Source: an optimization exercise on an open RTL-to-GDS flow (aim: small area). Production flows keep margins and buffers that such runs may drop. Function was checked by simulation only, so behaviour that the tests miss may differ from the original. Power figures rest on the tool's default switching activity, not on a simulated workload.

==> design.v <==
`default_nettype none
package dma_pkg;
   localparam int NUM_CPUS        = 2;
   localparam int NUM_CH          = 4;
   localparam int ADDR_W          = 22;
   localparam int WORD_W          = 64;
   localparam int HALF_W          = 16;
   localparam int A_W             = 24;
   localparam int HALVES_PER_WORD = 4;
   localparam logic [9:0] OP_WRITE_CA  = 10'o0010;
   localparam logic [9:0] OP_WRITE_CL  = 10'o0011;
   localparam logic [6:0] OP_CHAN_READ = 7'o033;
   localparam int CH_SEL_BASE = 8;
   typedef logic [1:0] ch_idx_t;
   typedef union packed {
      struct packed {
         logic [9:0] op;
         logic [5:0] fld;
      } wr;
      struct packed {
         logic [6:0] op;
         logic [2:0] i;
         logic [5:0] jk;     
      } rd;
   } instr_u;
   typedef struct packed {
      instr_u         instr;
      logic           mon_mode;
      logic           vld;
      logic [A_W-1:0] aj;
      logic [A_W-1:0] ak;
   } cpu_req_t;
   typedef enum logic [1:0] {NONE, WR_CA, WR_CL, RD} cpu_op_e;
   typedef struct packed {
      cpu_op_e           kind;
      logic              is_int;
      ch_idx_t           ch;
      logic              chan_ok;
      logic [ADDR_W-1:0] val;
   } cpu_op_t;
   typedef struct packed {
      logic              req;
      logic              wr;
      logic [ADDR_W-1:0] addr;
      logic [WORD_W-1:0] data;
   } mem_req_t;
   localparam int CPU_REQ_W = 16 + 1 + 1 + 2*A_W;       
   localparam int CPU_OP_W  = 2 + 1 + 2 + 1 + ADDR_W;   
endpackage
`default_nettype wire
`timescale 1ns/1ps
`default_nettype none
module cpu_instr_decode (
   input  wire                    clk,
   input  wire                    rst,
   input  wire dma_pkg::cpu_req_t i_cpu,
   output dma_pkg::cpu_op_t       o_op
);
   dma_pkg::cpu_req_t       cpu_q;
   logic [dma_pkg::A_W-1:0] ch_off;
   always_ff @(posedge clk)
   begin
      cpu_q <= i_cpu;
      if (rst)
         cpu_q.vld <= 1'b0;
   end
   always_comb
   begin
      ch_off    = cpu_q.aj - dma_pkg::A_W'(dma_pkg::CH_SEL_BASE);
      o_op      = '0;
      o_op.kind = dma_pkg::NONE;
      o_op.ch   = ch_off[1:0];
      o_op.chan_ok = (ch_off < dma_pkg::A_W'(dma_pkg::NUM_CH));    
      o_op.val     = cpu_q.ak[dma_pkg::ADDR_W-1:0];
      o_op.is_int  = (cpu_q.instr.rd.jk == 6'd0);
      if (cpu_q.vld && cpu_q.mon_mode)
      begin
         if (cpu_q.instr.wr.op == dma_pkg::OP_WRITE_CA)
            o_op.kind = dma_pkg::WR_CA;
         else if (cpu_q.instr.wr.op == dma_pkg::OP_WRITE_CL)
            o_op.kind = dma_pkg::WR_CL;
         else if (cpu_q.instr.rd.op == dma_pkg::OP_CHAN_READ)
            o_op.kind = dma_pkg::RD;
      end
   end
endmodule
`default_nettype wire
`timescale 1ns/1ps
`default_nettype none
module chan_regs (
   input  wire                     clk,
   input  wire                     rst,
   input  wire [dma_pkg::NUM_CPUS*dma_pkg::CPU_OP_W-1:0] i_op,
   input  wire                     i_cpl,
   input  wire dma_pkg::ch_idx_t   i_cpl_ch,
   output logic [dma_pkg::NUM_CH-1:0] o_active,
   output logic [dma_pkg::NUM_CH-1:0][dma_pkg::ADDR_W-1:0] o_ca,
   output logic [dma_pkg::NUM_CPUS-1:0][dma_pkg::A_W-1:0]    o_cpu_ai
);
   logic [dma_pkg::NUM_CH-1:0][dma_pkg::ADDR_W-1:0] cl;
   logic [dma_pkg::ADDR_W-1:0] ca_inc;
   logic [dma_pkg::NUM_CH-1:0] int_vec;
   logic [dma_pkg::NUM_CH-1:0] int_set;
   logic [dma_pkg::NUM_CH-1:0] int_clr;
   logic              cpl_hit;
   logic              cpl_done;
   logic              any_int;
   dma_pkg::ch_idx_t           int_idx;
   dma_pkg::cpu_op_t           op_sel;
   int                win;
   dma_pkg::cpu_op_t  op_c;
   logic [dma_pkg::NUM_CPUS-1:0]      op_rd;
   logic [dma_pkg::NUM_CPUS-1:0]      op_int;
   logic [dma_pkg::NUM_CPUS-1:0]      op_ok;
   logic [dma_pkg::NUM_CPUS-1:0][1:0] op_ch;
   always_comb
   begin
      win = 0;
      op_c = '0;
      for (int c = dma_pkg::NUM_CPUS - 1; c >= 0; c--)
      begin
         op_c      = i_op[c*dma_pkg::CPU_OP_W +: dma_pkg::CPU_OP_W];
         op_rd[c]  = (op_c.kind == dma_pkg::RD);
         op_int[c] = op_c.is_int;
         op_ok[c]  = op_c.chan_ok;
         op_ch[c]  = op_c.ch;
         if (op_c.kind != dma_pkg::NONE)
            win = c;
      end
      op_sel = i_op[win*dma_pkg::CPU_OP_W +: dma_pkg::CPU_OP_W];
   end
   always_comb
   begin
      any_int = |int_vec;
      int_idx = '0;
      for (int i = dma_pkg::NUM_CH - 1; i >= 0; i--)
         if (int_vec[i])
            int_idx = dma_pkg::ch_idx_t'(i);
   end
   assign ca_inc   = o_ca[i_cpl_ch] + 1'b1;
   assign cpl_hit  = i_cpl && o_active[i_cpl_ch];
   assign cpl_done = cpl_hit && (ca_inc == cl[i_cpl_ch]);
   assign int_set  = cpl_done ? (dma_pkg::NUM_CH'(1) << i_cpl_ch) : '0;
   assign int_clr  = (op_sel.kind == dma_pkg::RD && op_sel.is_int && any_int) ?
                     (dma_pkg::NUM_CH'(1) << int_idx) : '0;
   always_ff @(posedge clk)
   begin
      if (rst)
      begin
         o_active <= '0;
         int_vec  <= '0;
         for (int i = 0; i < dma_pkg::NUM_CH; i++)
         begin
            o_ca[i] <= '0;
            cl[i]   <= '0;
         end
      end
      else
      begin
         int_vec <= (int_vec & ~int_clr) | int_set;
         if (cpl_hit)
         begin
            o_ca[i_cpl_ch] <= ca_inc;
            if (cpl_done)
               o_active[i_cpl_ch] <= 1'b0;    
         end
         if (op_sel.chan_ok && op_sel.kind == dma_pkg::WR_CA)
         begin
            o_ca[op_sel.ch]     <= op_sel.val;
            o_active[op_sel.ch] <= (op_sel.val != cl[op_sel.ch]);
         end
         if (op_sel.chan_ok && op_sel.kind == dma_pkg::WR_CL)
            cl[op_sel.ch] <= op_sel.val;
      end
   end
   always_ff @(posedge clk)
   begin
      for (int c = 0; c < dma_pkg::NUM_CPUS; c++)
      begin
         if (rst)
            o_cpu_ai[c] <= '0;
         else if (c == win && op_rd[c])
         begin
            if (op_int[c])
               o_cpu_ai[c] <= any_int ? dma_pkg::A_W'(dma_pkg::CH_SEL_BASE) + dma_pkg::A_W'(int_idx) : '0;
            else if (op_ok[c])
               o_cpu_ai[c] <= dma_pkg::A_W'(o_ca[op_ch[c]]);
            else
               o_cpu_ai[c] <= '0;    
         end
      end
   end
endmodule
`default_nettype wire
`timescale 1ns/1ps
`default_nettype none
module chan_rx (
   input  wire                         clk,
   input  wire                         rst,
   input  wire [dma_pkg::HALF_W-1:0]   i_data,
   input  wire                         i_vld,
   output logic                        o_rdy,
   input  wire                         i_rd,
   output logic                        o_full,
   output logic [dma_pkg::WORD_W-1:0]  o_word
);
   logic [$clog2(dma_pkg::HALVES_PER_WORD)-1:0] cnt;
   logic                               take;
   assign o_rdy = !o_full;    
   assign take  = i_vld && o_rdy;
   always_ff @(posedge clk)
   begin
      if (rst)
      begin
         cnt    <= '0;
         o_full <= 1'b0;
      end
      else
      begin
         if (i_rd)
            o_full <= 1'b0;
         if (take)
         begin
            cnt <= cnt + 1'b1;
            if (cnt == dma_pkg::HALVES_PER_WORD - 1)
               o_full <= 1'b1;
         end
      end
   end
   always_ff @(posedge clk)
      if (take)
         o_word <= {o_word[dma_pkg::WORD_W-dma_pkg::HALF_W-1:0], i_data};
endmodule
`default_nettype wire
`timescale 1ns/1ps
`default_nettype none
module chan_tx (
   input  wire                         clk,
   input  wire                         rst,
   input  wire                         i_wr,
   input  wire [dma_pkg::WORD_W-1:0]   i_word,
   output logic                        o_empty,
   output logic [dma_pkg::HALF_W-1:0]  o_data,
   output logic                        o_vld,
   input  wire                         i_rdy
);
   logic [dma_pkg::WORD_W-1:0]                  shreg;
   logic [$clog2(dma_pkg::HALVES_PER_WORD)-1:0] cnt;
   logic                               sent;
   assign o_vld  = !o_empty;
   assign o_data = shreg[dma_pkg::WORD_W-1 -: dma_pkg::HALF_W];    
   assign sent   = o_vld && i_rdy;
   always_ff @(posedge clk)
   begin
      if (rst)
      begin
         o_empty <= 1'b1;
         cnt     <= '0;
      end
      else if (i_wr)
      begin
         o_empty <= 1'b0;
         cnt     <= '0;
      end
      else if (sent)
      begin
         cnt <= cnt + 1'b1;
         if (cnt == dma_pkg::HALVES_PER_WORD - 1)
            o_empty <= 1'b1;    
      end
   end
   always_ff @(posedge clk)
   begin
      if (i_wr)
         shreg <= i_word;
      else if (sent)
         shreg <= {shreg[dma_pkg::WORD_W-dma_pkg::HALF_W-1:0], dma_pkg::HALF_W'(0)};
   end
endmodule
`default_nettype wire
`timescale 1ns/1ps
`default_nettype none
module rr_arbiter (
   input  wire                         clk,
   input  wire                         rst,
   input  wire [dma_pkg::NUM_CH-1:0]   i_req,
   input  wire                         i_take,
   output logic                        o_any,
   output dma_pkg::ch_idx_t            o_grant
);
   dma_pkg::ch_idx_t last;
   dma_pkg::ch_idx_t idx;
   always_comb
   begin
      o_any   = |i_req;
      o_grant = '0;
      idx     = '0;
      for (int k = dma_pkg::NUM_CH; k >= 1; k--)
      begin
         idx = last + dma_pkg::ch_idx_t'(k);
         if (i_req[idx])
            o_grant = idx;
      end
   end
   always_ff @(posedge clk)
   begin
      if (rst)
         last <= dma_pkg::ch_idx_t'(dma_pkg::NUM_CH - 1);    
      else if (i_take)
         last <= o_grant;
   end
endmodule
`default_nettype wire
`timescale 1ns/1ps
`default_nettype none
module mem_engine (
   input  wire                         clk,
   input  wire                         rst,
   input  wire [dma_pkg::NUM_CH-1:0]   i_active,
   input  wire [dma_pkg::NUM_CH-1:0][dma_pkg::ADDR_W-1:0]   i_ca,
   input  wire [dma_pkg::NUM_CH-1:0]   i_rx_full,
   input  wire [dma_pkg::NUM_CH-1:0][dma_pkg::WORD_W-1:0]   i_rx_word,
   input  wire [dma_pkg::NUM_CH-1:0]   i_tx_empty,
   output logic [dma_pkg::NUM_CH-1:0]  o_rx_rd,
   output logic [dma_pkg::NUM_CH-1:0]  o_tx_wr,
   output logic [dma_pkg::WORD_W-1:0]  o_tx_word,
   output dma_pkg::mem_req_t           o_mem,
   input  wire                         i_mem_ack,
   input  wire [dma_pkg::WORD_W-1:0]   i_mem_rdata,
   output logic                        o_cpl,
   output dma_pkg::ch_idx_t            o_cpl_ch
);
   typedef enum logic [1:0] {IDLE, FETCH, FORWARD} state_e;
   state_e            state;
   dma_pkg::ch_idx_t           gnt;
   dma_pkg::ch_idx_t           arb_grant;
   logic [dma_pkg::ADDR_W-1:0] addr;
   logic [dma_pkg::WORD_W-1:0] data;
   logic [dma_pkg::NUM_CH-1:0] req;
   logic              arb_any;
   logic              is_in;
   logic              take;
   assign req   = i_active & (i_rx_full | i_tx_empty);
   assign take  = (state == IDLE) && arb_any;
   assign is_in = !gnt[0];    
   rr_arbiter u_arb (
      .clk     (clk),
      .rst     (rst),
      .i_req   (req),
      .i_take  (take),
      .o_any   (arb_any),
      .o_grant (arb_grant)
   );
   always_ff @(posedge clk)
   begin
      if (rst)
      begin
         state <= IDLE;
         gnt   <= '0;
      end
      else
      begin
         case (state)
            IDLE:
               if (arb_any)
               begin
                  gnt   <= arb_grant;
                  state <= FETCH;
               end
            FETCH:
               if (is_in || i_mem_ack)
                  state <= FORWARD;
            FORWARD:
               if (o_cpl)
                  state <= IDLE;
            default:
               state <= IDLE;
         endcase
      end
   end
   always_ff @(posedge clk)
   begin
      if (take)
         addr <= i_ca[arb_grant];
      if (state == FETCH && is_in)
         data <= i_rx_word[gnt];
      else if (state == FETCH && i_mem_ack)
         data <= i_mem_rdata;
   end
   always_comb
   begin
      o_rx_rd = '0;
      o_tx_wr = '0;
      if (state == FETCH && is_in)
         o_rx_rd[gnt] = 1'b1;
      if (state == FORWARD && !is_in)
         o_tx_wr[gnt] = 1'b1;
   end
   assign o_tx_word  = data;
   assign o_mem.req  = (state == FETCH && !is_in) || (state == FORWARD && is_in);
   assign o_mem.wr   = (state == FORWARD) && is_in;
   assign o_mem.addr = addr;
   assign o_mem.data = data;
   assign o_cpl      = (state == FORWARD) && (!is_in || i_mem_ack);
   assign o_cpl_ch   = gnt;
endmodule
`default_nettype wire
`timescale 1ns/1ps
`default_nettype none
module io_dma_top (
   input  wire                         clk,
   input  wire                         rst,
   input  wire [dma_pkg::NUM_CPUS*dma_pkg::CPU_REQ_W-1:0] i_cpu,
   output logic [dma_pkg::NUM_CPUS-1:0][dma_pkg::A_W-1:0]     o_cpu_ai,
   input  wire [dma_pkg::NUM_CH/2-1:0][dma_pkg::HALF_W-1:0]   i_in_data,
   input  wire [dma_pkg::NUM_CH/2-1:0] i_in_vld,
   output logic [dma_pkg::NUM_CH/2-1:0] o_in_rdy,
   output logic [dma_pkg::NUM_CH/2-1:0][dma_pkg::HALF_W-1:0]  o_out_data,
   output logic [dma_pkg::NUM_CH/2-1:0] o_out_vld,
   input  wire [dma_pkg::NUM_CH/2-1:0] i_out_rdy,
   output dma_pkg::mem_req_t           o_mem,
   input  wire                         i_mem_ack,
   input  wire [dma_pkg::WORD_W-1:0]   i_mem_rdata
);
   wire [dma_pkg::NUM_CPUS*dma_pkg::CPU_OP_W-1:0] cpu_op;
   wire [dma_pkg::NUM_CH-1:0]       active;
   wire [dma_pkg::NUM_CH-1:0][dma_pkg::ADDR_W-1:0]       ca;
   wire [dma_pkg::NUM_CH-1:0]       rx_full;
   wire [dma_pkg::NUM_CH-1:0]       tx_empty;
   wire [dma_pkg::NUM_CH-1:0][dma_pkg::WORD_W-1:0]       rx_word;
   wire [dma_pkg::NUM_CH-1:0]       rx_rd;
   wire [dma_pkg::NUM_CH-1:0]       tx_wr;
   wire [dma_pkg::WORD_W-1:0]       tx_word;
   wire                    cpl;
   wire dma_pkg::ch_idx_t           cpl_ch;
   for (genvar c = 0; c < dma_pkg::NUM_CPUS; c++)
   begin : g_cpu
      cpu_instr_decode u_dec (.clk(clk), .rst(rst), .i_cpu(i_cpu[c*dma_pkg::CPU_REQ_W +: dma_pkg::CPU_REQ_W]),
                                .o_op(cpu_op[c*dma_pkg::CPU_OP_W +: dma_pkg::CPU_OP_W]));
   end
   chan_regs u_regs (
      .clk(clk), .rst(rst), .i_op(cpu_op), .i_cpl(cpl), .i_cpl_ch(cpl_ch),
      .o_active(active), .o_ca(ca), .o_cpu_ai(o_cpu_ai)
   );
   for (genvar p = 0; p < dma_pkg::NUM_CH/2; p++)
   begin : g_pair
      assign rx_full[2*p+1]  = 1'b0;
      assign rx_word[2*p+1]  = '0;
      assign tx_empty[2*p]   = 1'b0;
      chan_rx u_rx (
         .clk(clk), .rst(rst), .i_data(i_in_data[p]), .i_vld(i_in_vld[p]),
         .o_rdy(o_in_rdy[p]), .i_rd(rx_rd[2*p]), .o_full(rx_full[2*p]),
         .o_word(rx_word[2*p])
      );
      chan_tx u_tx (
         .clk(clk), .rst(rst), .i_wr(tx_wr[2*p+1]), .i_word(tx_word),
         .o_empty(tx_empty[2*p+1]), .o_data(o_out_data[p]), .o_vld(o_out_vld[p]),
         .i_rdy(i_out_rdy[p])
      );
   end
   mem_engine u_eng (
      .clk(clk), .rst(rst), .i_active(active), .i_ca(ca),
      .i_rx_full(rx_full), .i_rx_word(rx_word), .i_tx_empty(tx_empty),
      .o_rx_rd(rx_rd), .o_tx_wr(tx_wr), .o_tx_word(tx_word),
      .o_mem(o_mem), .i_mem_ack(i_mem_ack), .i_mem_rdata(i_mem_rdata),
      .o_cpl(cpl), .o_cpl_ch(cpl_ch)
   );
endmodule
`default_nettype wire
`timescale 1ns/1ps
`default_nettype none
module io_dma (
   input  wire         clk,
   input  wire         rst,
   input  wire [15:0]  cpu0_instr,
   input  wire         cpu0_mon,
   input  wire         cpu0_vld,
   input  wire [23:0]  cpu0_aj,
   input  wire [23:0]  cpu0_ak,
   output wire [23:0]  cpu0_ai,
   input  wire [15:0]  cpu1_instr,
   input  wire         cpu1_mon,
   input  wire         cpu1_vld,
   input  wire [23:0]  cpu1_aj,
   input  wire [23:0]  cpu1_ak,
   output wire [23:0]  cpu1_ai,
   input  wire [15:0]  in0_data,
   input  wire [15:0]  in1_data,
   input  wire [1:0]   in_vld,
   output wire [1:0]   in_rdy,
   output wire [15:0]  out0_data,
   output wire [15:0]  out1_data,
   output wire [1:0]   out_vld,
   input  wire [1:0]   out_rdy,
   output wire         mem_req,
   output wire         mem_wr,
   output wire [21:0]  mem_addr,
   output wire [63:0]  mem_wdata,
   input  wire         mem_ack,
   input  wire [63:0]  mem_rdata
);
   logic [dma_pkg::NUM_CPUS*dma_pkg::CPU_REQ_W-1:0] cpu;
   logic [dma_pkg::NUM_CPUS-1:0][dma_pkg::A_W-1:0]    ai;
   logic [dma_pkg::NUM_CH/2-1:0][dma_pkg::HALF_W-1:0] in_data;
   logic [dma_pkg::NUM_CH/2-1:0][dma_pkg::HALF_W-1:0] out_data;
   dma_pkg::mem_req_t          mem;
   assign cpu     = {cpu1_instr, cpu1_mon, cpu1_vld, cpu1_aj, cpu1_ak,
                     cpu0_instr, cpu0_mon, cpu0_vld, cpu0_aj, cpu0_ak};
   assign in_data = {in1_data, in0_data};
   io_dma_top u_top (
      .clk(clk), .rst(rst), .i_cpu(cpu), .o_cpu_ai(ai),
      .i_in_data(in_data), .i_in_vld(in_vld), .o_in_rdy(in_rdy),
      .o_out_data(out_data), .o_out_vld(out_vld), .i_out_rdy(out_rdy),
      .o_mem(mem), .i_mem_ack(mem_ack), .i_mem_rdata(mem_rdata)
   );
   assign {cpu1_ai, cpu0_ai} = ai;
   assign {out1_data, out0_data} = out_data;
   assign mem_req   = mem.req;
   assign mem_wr    = mem.wr;
   assign mem_addr  = mem.addr;
   assign mem_wdata = mem.data;
endmodule
`default_nettype wire
==> run.sh <==
#!/bin/bash
# synth_recipe.tcl (not shown) runs the flow's synth.tcl, then flattens the netlist and writes it again
# the make line also repeats each setting of config.mk as NAME=value (left out here)
make -C /OpenROAD-flow-scripts/flow DESIGN_CONFIG=/design/flow/config.mk WORK_HOME=/design/flow/orfs CLKGATE_MAP_FILE= SYNTH_SCRIPT=/design/flow/synth_recipe.tcl finish
==> config.mk <==
export PLATFORM = sky130hd
export DESIGN_NAME = io_dma
export DESIGN_NICKNAME = io_dma
export VERILOG_FILES = /design/flow/design.v
export SDC_FILE = /design/flow/constraint.sdc
export NUM_CORES = 4
export LEC_CHECK = 0
export CAP_MARGIN = 20
export CORE_MARGIN = 2
export CORE_UTILIZATION = 40
export SLEW_MARGIN = 20
==> constraint.sdc <==
create_clock -name core_clock -period 6.0 [get_ports {clk}]
set_input_delay 1.2000 -clock core_clock [delete_from_list [all_inputs] [get_ports {clk}]]
set_output_delay 1.2000 -clock core_clock [all_outputs]
set_load 0.01 [all_outputs]
==> flow_summary.ini <==
[clocking]
root_buffer = clkbuf_16
clockBufferDepth = 3
cts_made_buffers = 79
cts_sinks = 716
cts_tree = yes
post_cts_resized = 0
cts_hold_buffers = 0
cts_setup_buffers = 0
htreeDepth = 3
worstSkewPairLatency_ps = 650
path_clk_slew_ps = 60

[power_and_ir_drop]
power.density_mw_per_mm2 = 255
finalPower_mw = 10.9
p_leak_nw = 14.8
peakVddDrop_v = 0.000272

[cells_and_area]
nets = 3919
seq_area_sq_mm = 0.0178
drive_gt1_share_pct = 12.4
final_cell_mix = nand2_1 (455), clkdlybuf4s50_1 (397), dfxtp_1 (371)
mostFrequentLayoutCell = nand2_1
multi_input_area_sq_mm = 0.0159
fin_cells = 4888
nFillCells = 7926
postLayoutCoreUtil_pct = 49.4
final_area_sq_mm = 0.0428
syn2layout_area_growth_pct = 22.5

[floorplanning]
die_x_um = 300
coreArea_sq_mm = 0.0866
die_area_sq_mm = 0.0897
initial_core_util_pct = 40.3
fp.dieH_um = 300
num_rows = 108
ioPinCount = 407

[setup_path]
crit_chain = nor4b_1, nand3_1, o221a_2, mux2i_2, inv_1, ha_1, clkinv_1, buf_4, nor2_1, nand2_1, nor3_1, a22oi_1, o31ai_1
critPathSlowestCell = nor3_1
slowest_delay_ps = 890
worst_setup_path_start_kind = flop
r2r_end = u_top.u_regs.o_ca[34]
r2r_cells = 13
r2r_slack_ps = 1030
arrival_ps = 5510
cp_max_fo = 14
required_ps = 6540
critical_path.startpoint = u_top.g_cpu[0].u_dec.cpu_q[64]
critPathKind = reg2reg
end_kind = flop
r2r-start = u_top.g_cpu[0].u_dec.cpu_q[64]
cp-endpoint = u_top.u_regs.o_ca[34]

[status]
status = no timing/DRC/antenna violations

[sta]
slew_viol_final = 0
worstMarginPinSlew_ps = 1160
worst_slack_ps = 1030
timing.final.crit_share_pct = 82.8
fin_skew_ps = 28.0
fmax_ghz = 0.201
whs_ps = 439
finalHoldViolCount = 0
slew-limit-headroom_pct = 22.7
report.final.setup_viol = 0
setup_tns_ps = 0
fin_crit_ps = 4970
rsz0062_at_grt = false

[route]
vias = 29231
antenna_left = 0
drt-total-wl_um = 142000
firstDrtPassIters = 6
drc_errors = 0
wl_per_cell_um = 29.1
via_per_inst = 5.98
drtIter0Drc = 3661

[flow_run]
maxCapViolations = 0

[min_path]
hp-class = reg2reg

[global_routing]
grt_max_degree = 69
track_usage_pct = 30.8
grt_pass1_vias = 27139
antenna_found_initial = 13
grt_first_pass_wirelength_um = 200000
overflow = 0

[placement]
portBuffers = 398
place_congestion = 1.06
dpl.hpwl_um = 106000
dpl-instance-area_sq_mm = 0.0401
dp_cells = 4739
place_ws_ps = 1350

[synth]
ys_types = 97
yosysWarnings = 6
synth_flop_cell = dfxtp_1
yosysSeqAreaShare_pct = 50.8
ys_ff_latch = 716
syn_inst = 3325
ys_async_sr_fraction_pct = 0
synthesis.area_sq_mm = 0.0349
avgSynthCellArea_sq_um = 10.5
synth_edf_count = 342
[state kept, by name, indices dropped and copies added, names as in the netlist, 22 cells and up]
register / flops
u_top.g_cpu.u_dec.cpu_q: 128
u_top.g_pair.u_rx.o_word: 128
u_top.g_pair.u_tx.shreg: 128
u_top.u_regs.cl: 88
u_top.u_regs.o_ca: 88
u_top.u_eng.data: 64
u_top.u_regs.o_cpu_ai: 44
u_top.u_eng.addr: 22
[cells by family (layout without fill, tap and decap cells)]
kind of cell / Yosys count / count (layout) / synth area share (%)
compound gates: 698 / 698 / 12.4
xor+xnor: 96 / 96 / 2.71
fa+ha+maj: 19 / 19 / 0.680
buf+inv: 297 / 697 / 3.93
flops: 716 / 716 / 50.8
mux: 356 / 356 / 14.3
other cells: 1 / 9 / 0.0107
simple gates: 1142 / 1142 / 15.1
[worst max-delay path: cells and delay by family (launching register included)]
family	cells	cell delay, ps
compound gates	3	850
fa+ha+maj	1	420
buf+inv	3	750
flops	1	300
mux	1	290
simple gates	5	2240
[metal layers]
metal  global-route usage, %  share of wire [%]
met1                    43.3                 42
met3                    8.73                 11
met5                       0              0.028
met4                    12.1                4.6
met2                    44.8                 42
[where the power goes]
group / internal [mW] / leakage, nW / switching, mW
logic: 0.291 / 7.30 / 0.437
clock network: 2.82 / 1.29 / 2.11
registers: 5.21 / 6.22 / 0.0445
[how the worst min path moves through the flow]
stage                                         start                         endpoint  slack [ps]  depth (start not counted)
floorplan            u_top.g_pair[0].u_rx.o_word[0]  u_top.g_pair[0].u_rx.o_word[16]         430                          0
global placement    u_top.g_pair[0].u_rx.o_word[21]  u_top.g_pair[0].u_rx.o_word[37]         430                          0
detailed placement  u_top.g_pair[0].u_rx.o_word[15]  u_top.g_pair[0].u_rx.o_word[31]         430                          0
CTS                 u_top.g_pair[0].u_rx.o_word[23]  u_top.g_pair[0].u_rx.o_word[39]         430                          0
global route        u_top.g_pair[0].u_rx.o_word[22]  u_top.g_pair[0].u_rx.o_word[38]         450                          0
finish              u_top.g_pair[0].u_rx.o_word[16]  u_top.g_pair[0].u_rx.o_word[32]         440                          0
[layout make-up]
type / instances / area share [%]
Clock inverter: 42 / 1.07
Inverter: 40 / 0.351
Clock buffer: 102 / 5.11
Multi-Input combinational cell: 2315 / 37.2
Antenna cell: 5 / 0.0292
Sequential cell: 716 / 41.5
Tap cell: 1155 / 3.38
Timing Repair Buffer: 513 / 11.3
[synthesized netlist by cell type (12+ instances only)]
| cell type | number | area (sq um) |
|---|---|---|
| nand2_1 | 455 | 1710 |
| a21oi_1 | 296 | 1480 |
| edfxtp_1 | 342 | 10300 |
| ha_1 | 19 | 238 |
| nor3_1 | 76 | 380 |
| a22oi_1 | 45 | 338 |
| mux2i_1 | 186 | 1860 |
| and3_1 | 21 | 131 |
| xnor2_1 | 52 | 455 |
| mux4_2 | 94 | 2120 |
| buf_1 | 20 | 75.1 |
| buf_2 | 25 | 125 |
| nor4_1 | 19 | 119 |
| a31oi_1 | 16 | 100 |
| o22ai_1 | 36 | 225 |
| clkbuf_1 | 163 | 612 |
| xor2_1 | 36 | 315 |
| or2_2 | 12 | 75.1 |
| nor2_1 | 263 | 987 |
| o21ai_0 | 111 | 556 |
| nand4_1 | 21 | 131 |
| nor2b_1 | 41 | 257 |
| o21a_1 | 12 | 90.1 |
| nand3_1 | 111 | 556 |
| nand2b_1 | 16 | 100 |
| a211oi_1 | 41 | 308 |
| dfxtp_1 | 374 | 7490 |
| inv_1 | 37 | 139 |
| and2_1 | 45 | 282 |
| nand3b_1 | 13 | 97.6 |
| mux2_2 | 64 | 721 |
| buf_4 | 42 | 315 |
| o31ai_1 | 12 | 90.1 |

port drivers added, routing unchanged:
How much do the figures lean on ideal ports? The routed layout below was timed once more, with nothing changed but the port constraints.
Step 1 (the two cells are an assumption about what drives the block):
set clk [get_ports {clk}]
set_driving_cell -lib_cell sky130_fd_sc_hd__clkbuf_16 $clk
set_driving_cell -lib_cell sky130_fd_sc_hd__buf_2 [delete_from_list [all_inputs] $clk]
Step 2, shift: input delay + t, output delay - t, t = (earliest + latest rising clock arrival at the registers) / 2. This alone moves slack from input paths to output paths.
Slacks: ideal / step 1 / step 2; pairs: ideal / step 1.
t (ns): 0.698
setup slack, ns: 1.032 / 1.032 / 1.032
worst setup path after step 2: register to register
worst data-port slew with drivers (ns): 0.13
pins driven straight from the clock port: 1
After both steps this run still meets setup and hold. For this run, drivers alone change the setup slack by 0.000 ns; drivers and shift together by 0.000 ns.
